This design comes from an exercise in tuning for small area and a short achievable clock period on the open sky130 flow, not from production work. At most, simulation tests tie the RTL to the original design; equivalence was not proved. Power figures rest on the tool's default switching activity, not on a simulated workload.

==> module adder_unit, before the edit <==
module adder_unit (
    input  logic [31:0] p,
    input  logic [31:0] g,
    input  logic        cin,
    output logic [32:0] c
);
    logic [31:0] gu [0:5];      
    logic [31:0] pu [0:5];
    logic [31:0] gd [0:4];      
    logic [31:0] pd [0:4];
    always_comb begin
        gu[0] = g;
        pu[0] = p;
        gu[0][0] = cin ? (g[0] | p[0]) : g[0];          
    end
    for (genvar l = 0; l < 5; l++) begin : g_up
        for (genvar i = 0; i < 32; i++) begin : g_bit
            if ((i % (2 << l)) == ((2 << l) - 1)) begin : g_op
                assign gu[l+1][i] = gu[l][i] | (pu[l][i] & gu[l][i-(1<<l)]);
                assign pu[l+1][i] = pu[l][i] & pu[l][i-(1<<l)];
            end else begin : g_pass
                assign gu[l+1][i] = gu[l][i];
                assign pu[l+1][i] = pu[l][i];
            end
        end
    end
    assign gd[4] = gu[5];
    assign pd[4] = pu[5];
    for (genvar l = 3; l >= 0; l--) begin : g_dn
        for (genvar i = 0; i < 32; i++) begin : g_bit
            if ((i >= (3 << l) - 1) && ((i + 1) % (2 << l) == (1 << l))) begin : g_op
                assign gd[l][i] = gd[l+1][i] | (pd[l+1][i] & gd[l+1][i-(1<<l)]);
                assign pd[l][i] = pd[l+1][i] & pd[l+1][i-(1<<l)];
            end else begin : g_pass
                assign gd[l][i] = gd[l+1][i];
                assign pd[l][i] = pd[l+1][i];
            end
        end
    end
    logic g_30_28, p_30_28, g_27_16, p_27_16, g_30_16, p_30_16, c31_fast;
    assign g_30_28  = gu[0][30] | (pu[0][30] & gu[2][29]);       
    assign p_30_28  = pu[0][30] & pu[2][29];
    assign g_27_16  = gu[3][27] | (pu[3][27] & gu[4][23]);       
    assign p_27_16  = pu[3][27] & pu[4][23];
    assign g_30_16  = g_30_28 | (p_30_28 & g_27_16);
    assign p_30_16  = p_30_28 & p_27_16;
    assign c31_fast = g_30_16 | (p_30_16 & gu[5][15]);           
    assign c = {gd[0][31], c31_fast, gd[0][29:0], cin};
endmodule
==> flow/config.mk <==
export PLATFORM = sky130hd
export DESIGN_NAME = alu_top
export DESIGN_NICKNAME = alu_top
export VERILOG_FILES = /design/flow/design.v
export SDC_FILE = /design/flow/constraint.sdc
export NUM_CORES = 4
export LEC_CHECK = 0
export ABC_CLOCK_PERIOD_IN_PS = 2500
export CAP_MARGIN = 20
export CORE_MARGIN = 2
export CORE_UTILIZATION = 50
export CTS_BUF_LIST = sky130_fd_sc_hd__clkbuf_8
export SETUP_SLACK_MARGIN = 3.2
export SLEW_MARGIN = 20
export TNS_END_PERCENT = 0
==> flow/constraint.sdc <==
create_clock -name core_clock -period 6.0 [get_ports {clk}]
set_input_delay 1.2000 -clock core_clock [delete_from_list [all_inputs] [get_ports {clk}]]
set_output_delay 1.2000 -clock core_clock [all_outputs]
set_load 0.01 [all_outputs]
standard.sh (not shown) runs the stock make flow with config.mk's settings and CLKGATE_MAP_FILE= SYNTH_SCRIPT=/design/flow/synth_recipe.tcl, a recipe that flattens the netlist after the stock synthesis.
==> flow/flow/run.sh <==
#!/bin/bash
# Own layout flow: the standard ORFS flow (standard.sh, standard synthesis
# unchanged) with two sizing changes: the I/O port buffers are inserted as
# buf_1 cells instead of the cell buffer_ports picks by default, and the
# resizer may swap cells across footprints (MATCH_CELL_FOOTPRINT=0), so those
# buffers and the logic can be upsized where timing needs it.
set -euo pipefail
export BUFFER_PORTS_ARGS="-buffer_cell sky130_fd_sc_hd__buf_1"
bash standard.sh MATCH_CELL_FOOTPRINT=0 finish > flow_make.log 2>&1
Rerun with:
--- a/flow/design.v
+++ b/flow/design.v
@@ -176,21 +176,13 @@
             end else begin : g_pass
                 assign gd[l][i] = gd[l+1][i];
                 assign pd[l][i] = pd[l+1][i];
             end
         end
     end
-    logic g_30_28, p_30_28, g_27_16, p_27_16, g_30_16, p_30_16, c31_fast;
-    assign g_30_28  = gu[0][30] | (pu[0][30] & gu[2][29]);       
-    assign p_30_28  = pu[0][30] & pu[2][29];
-    assign g_27_16  = gu[3][27] | (pu[3][27] & gu[4][23]);       
-    assign p_27_16  = pu[3][27] & pu[4][23];
-    assign g_30_16  = g_30_28 | (p_30_28 & g_27_16);
-    assign p_30_16  = p_30_28 & p_27_16;
-    assign c31_fast = g_30_16 | (p_30_16 & gu[5][15]);           
-    assign c = {gd[0][31], c31_fast, gd[0][29:0], cin};
+    assign c = {gd[0], cin};
 endmodule
 module logic_shift_unit (
     input  logic [31:0] p,
     input  logic [31:0] g,
     input  logic [4:0]  m,
     input  logic [4:0]  mn,
Outcome: Worst setup slack got worse by 91 ps. Flip-flop and latch count stays the same. Power climbs slightly. Clock skew climbs by 5.4 ps. Register-to-register slack got worse by 90 ps. Critical path depth drops by 1.
No run of this note included a check of the RTL's function; only the layout flow was run.


alu_top, a different RTL version from the one above (not shown whole).
Size: roughly 120 flip-flops, about 140 I/O pins, ~9200 µm² of cells after synthesis.
==> module logic_shift_unit, before the edit <==
module logic_shift_unit (
    input  logic [31:0] p,
    input  logic [31:0] g,
    input  logic [4:0]  m,
    input  logic [4:0]  mn,
    input  logic [2:0]  lut,
    input  logic        rot,
    input  logic        shr,
    input  logic        shl,
    input  logic        fill,
    output logic [31:0] out
);
    logic [31:0] r [0:4];
    logic [31:0] hi;            
    logic [31:0] keep;
    logic [31:0] k0, k1;        
    logic        mz;
    logic [31:0] ge;            
    assign ge = 32'hFFFF_FFFF << m;
    assign r[0] = p;
    for (genvar k = 0; k < 4; k++) begin : g_rot
        assign r[k+1] = (r[k] | {32{m[k]}}) & ({r[k][(1<<k)-1:0], r[k][31:(1<<k)]} | {32{mn[k]}});
    end
    assign mz   = ~|m;
    for (genvar i = 0; i < 32; i++) begin : g_hi
        assign hi[i] = ~ge[31-i];                      
    end
    assign keep = {32{rot}} | ({32{shr}} & ~hi) | ({32{shl}} & (hi | {32{mz}}));
    assign k0   = keep & {32{mn[4]}};
    assign k1   = keep & {32{m[4]}};
    assign out = (r[4] & k0)
               | ({r[4][15:0], r[4][31:16]} & k1)
               | ({32{fill & p[31]}} & hi)
               | (g & {32{lut[2]}})
               | (p & {32{lut[1]}})
               | (~(g | p) & {32{lut[0]}});
endmodule
Settings: LEC_CHECK=0, CAP_MARGIN=20, CORE_MARGIN=2, CORE_UTILIZATION=50, CTS_BUF_LIST=sky130_fd_sc_hd__clkbuf_8, SETUP_SLACK_MARGIN=3.2, SLEW_MARGIN=20, TNS_END_PERCENT=100; clock period 6.0 ns.
Scripts as last shown in full above: flow/flow/run.sh
Change:
--- a/flow/design.v
+++ b/flow/design.v
@@ -191,21 +191,22 @@
     input  logic        shr,
     input  logic        shl,
     input  logic        fill,
     output logic [31:0] out
 );
-    logic [31:0] r [0:4];
+    logic [31:0] r [0:4];       
     logic [31:0] hi;            
     logic [31:0] keep;
     logic [31:0] k0, k1;        
     logic        mz;
     logic [31:0] ge;            
     assign ge = 32'hFFFF_FFFF << m;
     assign r[0] = p;
-    for (genvar k = 0; k < 4; k++) begin : g_rot
-        assign r[k+1] = (r[k] | {32{m[k]}}) & ({r[k][(1<<k)-1:0], r[k][31:(1<<k)]} | {32{mn[k]}});
-    end
+    rot_by1 u_rot1 (.x (r[0]), .s (m[0]), .sn (mn[0]), .yn (r[1]));
+    rot_by2 u_rot2 (.x (r[1]), .s (m[1]), .sn (mn[1]), .yn (r[2]));
+    rot_by4 u_rot4 (.x (r[2]), .s (m[2]), .sn (mn[2]), .yn (r[3]));
+    rot_by8 u_rot8 (.x (r[3]), .s (m[3]), .sn (mn[3]), .yn (r[4]));
     assign mz   = ~|m;
     for (genvar i = 0; i < 32; i++) begin : g_hi
         assign hi[i] = ~ge[31-i];                      
     end
     assign keep = {32{rot}} | ({32{shr}} & ~hi) | ({32{shl}} & (hi | {32{mz}}));
@@ -216,10 +217,42 @@
                | ({32{fill & p[31]}} & hi)
                | (g & {32{lut[2]}})
                | (p & {32{lut[1]}})
                | (~(g | p) & {32{lut[0]}});
 endmodule
+module rot_by1 (
+    input  logic [31:0] x,
+    input  logic        s,
+    input  logic        sn,
+    output logic [31:0] yn
+);
+    assign yn = ~((x | {32{s}}) & ({x[0], x[31:1]} | {32{sn}}));
+endmodule
+module rot_by2 (
+    input  logic [31:0] x,
+    input  logic        s,
+    input  logic        sn,
+    output logic [31:0] yn
+);
+    assign yn = ~((x | {32{s}}) & ({x[1:0], x[31:2]} | {32{sn}}));
+endmodule
+module rot_by4 (
+    input  logic [31:0] x,
+    input  logic        s,
+    input  logic        sn,
+    output logic [31:0] yn
+);
+    assign yn = ~((x | {32{s}}) & ({x[3:0], x[31:4]} | {32{sn}}));
+endmodule
+module rot_by8 (
+    input  logic [31:0] x,
+    input  logic        s,
+    input  logic        sn,
+    output logic [31:0] yn
+);
+    assign yn = ~((x | {32{s}}) & ({x[7:0], x[31:8]} | {32{sn}}));
+endmodule
 module compare_unit (
     input  logic [31:0] p,
     input  logic        g31,
     input  logic        c31,
     input  logic        cout,
What happened:
- The new run ran to the end with no violations
- clock power shrinks by about 3%
- critical path depth does not change
- sequential share of layout area increases by 0.61 points
- design area drops by about 2.6%
- setup slack degrades by 0.021 ns
- wire length rose by about 0.9%
- via count fell by 1.1%
- total power drops by 3.0%
- maximum frequency drops by about 0.7%
- register-to-register slack got worse by 0.06 ns
- non-clock buffer count goes up by 7
- sequential power hardly moves
- first-iteration DRC count is lower by 6.7%


== the baseline ==
Another version of the RTL of alu_top (not shown whole).
Size: ~1100 cells after synthesis, about 120 flip-flops, roughly 140 I/O pins, ~0.0090 mm² of cells after synthesis.
==> flow/design.v (excerpt) <==
module alu_top (
    input  logic        clk,
    input  logic        rst,
    input  logic        valid_instruction,
    input  logic [5:0]  opcode,
    input  logic [31:0] operand_a,
    input  logic [31:0] operand_b,
    input  logic        use_immediate,
    input  logic [31:0] immediate_value,
    output logic        resp_valid,
    output logic [31:0] resp_result,
    output logic        resp_carry,
    output logic        resp_overflow,
    output logic        resp_zero,
    output logic        resp_negative
);
==> module logic_shift_unit, before the edit <==
module logic_shift_unit (
    input  logic [31:0] p,
    input  logic [31:0] g,
    input  logic [4:0]  m,
    input  logic [4:0]  mn,
    input  logic [2:0]  lut,
    input  logic        rot,
    input  logic        shr,
    input  logic        shl,
    input  logic        fill,
    output logic [31:0] out
);
    logic [31:0] r [0:5];
    logic [31:0] hi;            
    logic [31:0] keep;
    logic        mz;
    logic        keep_hi, keep_lo, fill_hi;
    logic [31:0] ge;            
    assign ge = 32'hFFFF_FFFF << m;
    assign r[0] = p;
    for (genvar k = 0; k < 5; k++) begin : g_rot
        assign r[k+1] = (r[k] | {32{m[k]}}) & ({r[k][(1<<k)-1:0], r[k][31:(1<<k)]} | {32{mn[k]}});
    end
    assign mz      = ~|m;
    assign keep_hi = rot | shl;                        
    assign keep_lo = rot | shr | (shl & mz);           
    assign fill_hi = fill & p[31];                     
    for (genvar i = 0; i < 32; i++) begin : g_hi
        assign hi[i] = ~ge[31-i];                      
    end
    assign keep = (hi & {32{keep_hi}}) | (~hi & {32{keep_lo}});
    assign out = (r[5] & keep)
               | (hi & {32{fill_hi}})
               | (g & {32{lut[2]}})
               | (p & {32{lut[1]}})
               | (~(g | p) & {32{lut[0]}});
endmodule
export LEC_CHECK = 0
export ABC_CLOCK_PERIOD_IN_PS = 2500
export CAP_MARGIN = 20
export CORE_MARGIN = 2
export CORE_UTILIZATION = 50
export CTS_BUF_LIST = sky130_fd_sc_hd__clkbuf_8
export SETUP_SLACK_MARGIN = 3.2
export SLEW_MARGIN = 20
export TNS_END_PERCENT = 0
create_clock -name core_clock -period 6.0 [get_ports {clk}]
Scripts as last shown in full above: flow/flow/run.sh
--- input diff the baseline..the candidate ---
diff --git a/flow/design.v b/flow/design.v
--- a/flow/design.v
+++ b/flow/design.v
@@ -190,33 +190,33 @@
     input  logic        rot,
     input  logic        shr,
     input  logic        shl,
     input  logic        fill,
     output logic [31:0] out
 );
-    logic [31:0] r [0:5];
+    logic [31:0] r [0:4];
     logic [31:0] hi;            
     logic [31:0] keep;
+    logic [31:0] k0, k1;        
     logic        mz;
-    logic        keep_hi, keep_lo, fill_hi;
     logic [31:0] ge;            
     assign ge = 32'hFFFF_FFFF << m;
     assign r[0] = p;
-    for (genvar k = 0; k < 5; k++) begin : g_rot
+    for (genvar k = 0; k < 4; k++) begin : g_rot
         assign r[k+1] = (r[k] | {32{m[k]}}) & ({r[k][(1<<k)-1:0], r[k][31:(1<<k)]} | {32{mn[k]}});
     end
-    assign mz      = ~|m;
-    assign keep_hi = rot | shl;                        
-    assign keep_lo = rot | shr | (shl & mz);           
-    assign fill_hi = fill & p[31];                     
+    assign mz   = ~|m;
     for (genvar i = 0; i < 32; i++) begin : g_hi
         assign hi[i] = ~ge[31-i];                      
     end
-    assign keep = (hi & {32{keep_hi}}) | (~hi & {32{keep_lo}});
-    assign out = (r[5] & keep)
-               | (hi & {32{fill_hi}})
+    assign keep = {32{rot}} | ({32{shr}} & ~hi) | ({32{shl}} & (hi | {32{mz}}));
+    assign k0   = keep & {32{mn[4]}};
+    assign k1   = keep & {32{m[4]}};
+    assign out = (r[4] & k0)
+               | ({r[4][15:0], r[4][31:16]} & k1)
+               | ({32{fill & p[31]}} & hi)
                | (g & {32{lut[2]}})
                | (p & {32{lut[1]}})
                | (~(g | p) & {32{lut[0]}});
 endmodule
 module compare_unit (
     input  logic [31:0] p,
[summary]
The candidate did not stop at any stage, and its layout met the timing, design-rule and antenna checks.
The candidate does worse than the baseline on relative slew slack.
For the baseline, the most congested layer reported by global routing was met2, unlike the candidate, where it was met1.
The candidate vs. the baseline: fraction of area in clock buffers and inverters neither gained nor lost much; via count lost 2.6%; area share of fa/ha/maj cells after synthesis neither gained nor lost much.
The baseline vs the candidate, category of the critical setup timing path: reg -> reg vs reg -> out
Placed standard-cell area for the candidate: about 0.55% up relative to the baseline
Summary of the candidate over the baseline: share of the core filled with cells fell by 0.77 points; hold slack fell by 3.8 ps.
Only the layout flow was run in the baseline; the RTL was not checked for function there.


RTL: one of the versions met above, not the one the previous note started from.
Size: about 1100 cells after synthesis, roughly 120 flip-flops, roughly 9200 um^2 of cells after synthesis.
clock: 6.0 ns
lec_check: 0
cap_margin: 20
core_margin: 2
core_utilization: 50
cts_buf_list: sky130_fd_sc_hd__clkbuf_8
setup_slack_margin: 3.12
slew_margin: 20
tns_end_percent: 100
Scripts as last shown in full above: flow/flow/run.sh
Change:
--- a/flow/design.v
+++ b/flow/design.v
@@ -194,25 +194,25 @@
     output logic [31:0] out
 );
-    logic [31:0] r [0:4];
+    logic [31:0] r [0:5];
     logic [31:0] hi;            
     logic [31:0] keep;
-    logic [31:0] k0, k1;        
     logic        mz;
+    logic        keep_hi, keep_lo, fill_hi;
     logic [31:0] ge;            
     assign ge = 32'hFFFF_FFFF << m;
     assign r[0] = p;
-    for (genvar k = 0; k < 4; k++) begin : g_rot
+    for (genvar k = 0; k < 5; k++) begin : g_rot
         assign r[k+1] = (r[k] | {32{m[k]}}) & ({r[k][(1<<k)-1:0], r[k][31:(1<<k)]} | {32{mn[k]}});
     end
-    assign mz   = ~|m;
+    assign mz      = ~|m;
+    assign keep_hi = rot | shl;                        
+    assign keep_lo = rot | shr | (shl & mz);           
+    assign fill_hi = fill & p[31];                     
     for (genvar i = 0; i < 32; i++) begin : g_hi
         assign hi[i] = ~ge[31-i];                      
     end
-    assign keep = {32{rot}} | ({32{shr}} & ~hi) | ({32{shl}} & (hi | {32{mz}}));
-    assign k0   = keep & {32{mn[4]}};
-    assign k1   = keep & {32{m[4]}};
-    assign out = (r[4] & k0)
-               | ({r[4][15:0], r[4][31:16]} & k1)
-               | ({32{fill & p[31]}} & hi)
+    assign keep = (hi & {32{keep_hi}}) | (~hi & {32{keep_lo}});
+    assign out = (r[5] & keep)
+               | (hi & {32{fill_hi}})
                | (g & {32{lut[2]}})
                | (p & {32{lut[1]}})
Setup slack got worse by 41 ps.
Via count grows by 3.3%.
Wire length went up by 4.3%.
Maximum frequency went down by 1.5%.
Global-route usage grows by 2.0 points.
Hold slack gets better by 5.3 ps.
Critical path depth stays the same.
Register-to-register slack gets worse by 50 ps.
No functional check of the RTL was part of the second run of this note.

static timing again, ports no longer ideal:
How much do the figures lean on ideal ports? The routed layouts below were timed once more, with nothing changed but the port constraints.
Step 1 assumes that a clkbuf_16 drives the clock port and a buf_2 every other input.
Step 2 also shifts input and output timing later by t, the mid clock arrival at the registers, as if the neighbouring blocks saw the same clock.
a / b / c = ideal / step 1 / step 2; a / b = the first two.
| run | t (ns) | setup WS [ns] | worst setup path after step 2 |
|---|---|---|---|
| the first run of note 1 | 0.496 | 3.165 / 3.159 / 2.845 | input to register |
| the second run of note 1 | 0.498 | 3.074 / 3.074 / 2.782 | input to register |
| the first run of note 2 | 0.500 | 3.197 / 3.153 / 2.819 | input to register |
| the second run of note 2 | 0.502 | 3.177 / 3.137 / 2.908 | input to register |
| the baseline | 0.509 | 3.084 / 3.084 / 2.738 | input to register |
| the candidate | 0.503 | 3.176 / 3.134 / 2.828 | input to register |
| the first run of note 4 | 0.495 | 3.199 / 3.157 / 2.824 | input to register |
| the second run of note 4 | 0.508 | 3.157 / 3.112 / 2.799 | input to register |
After both steps setup and hold are still met in every run listed. For the first run of note 2, which loses most, drivers alone change the setup slack by -0.044 ns; drivers and shift together by -0.378 ns.
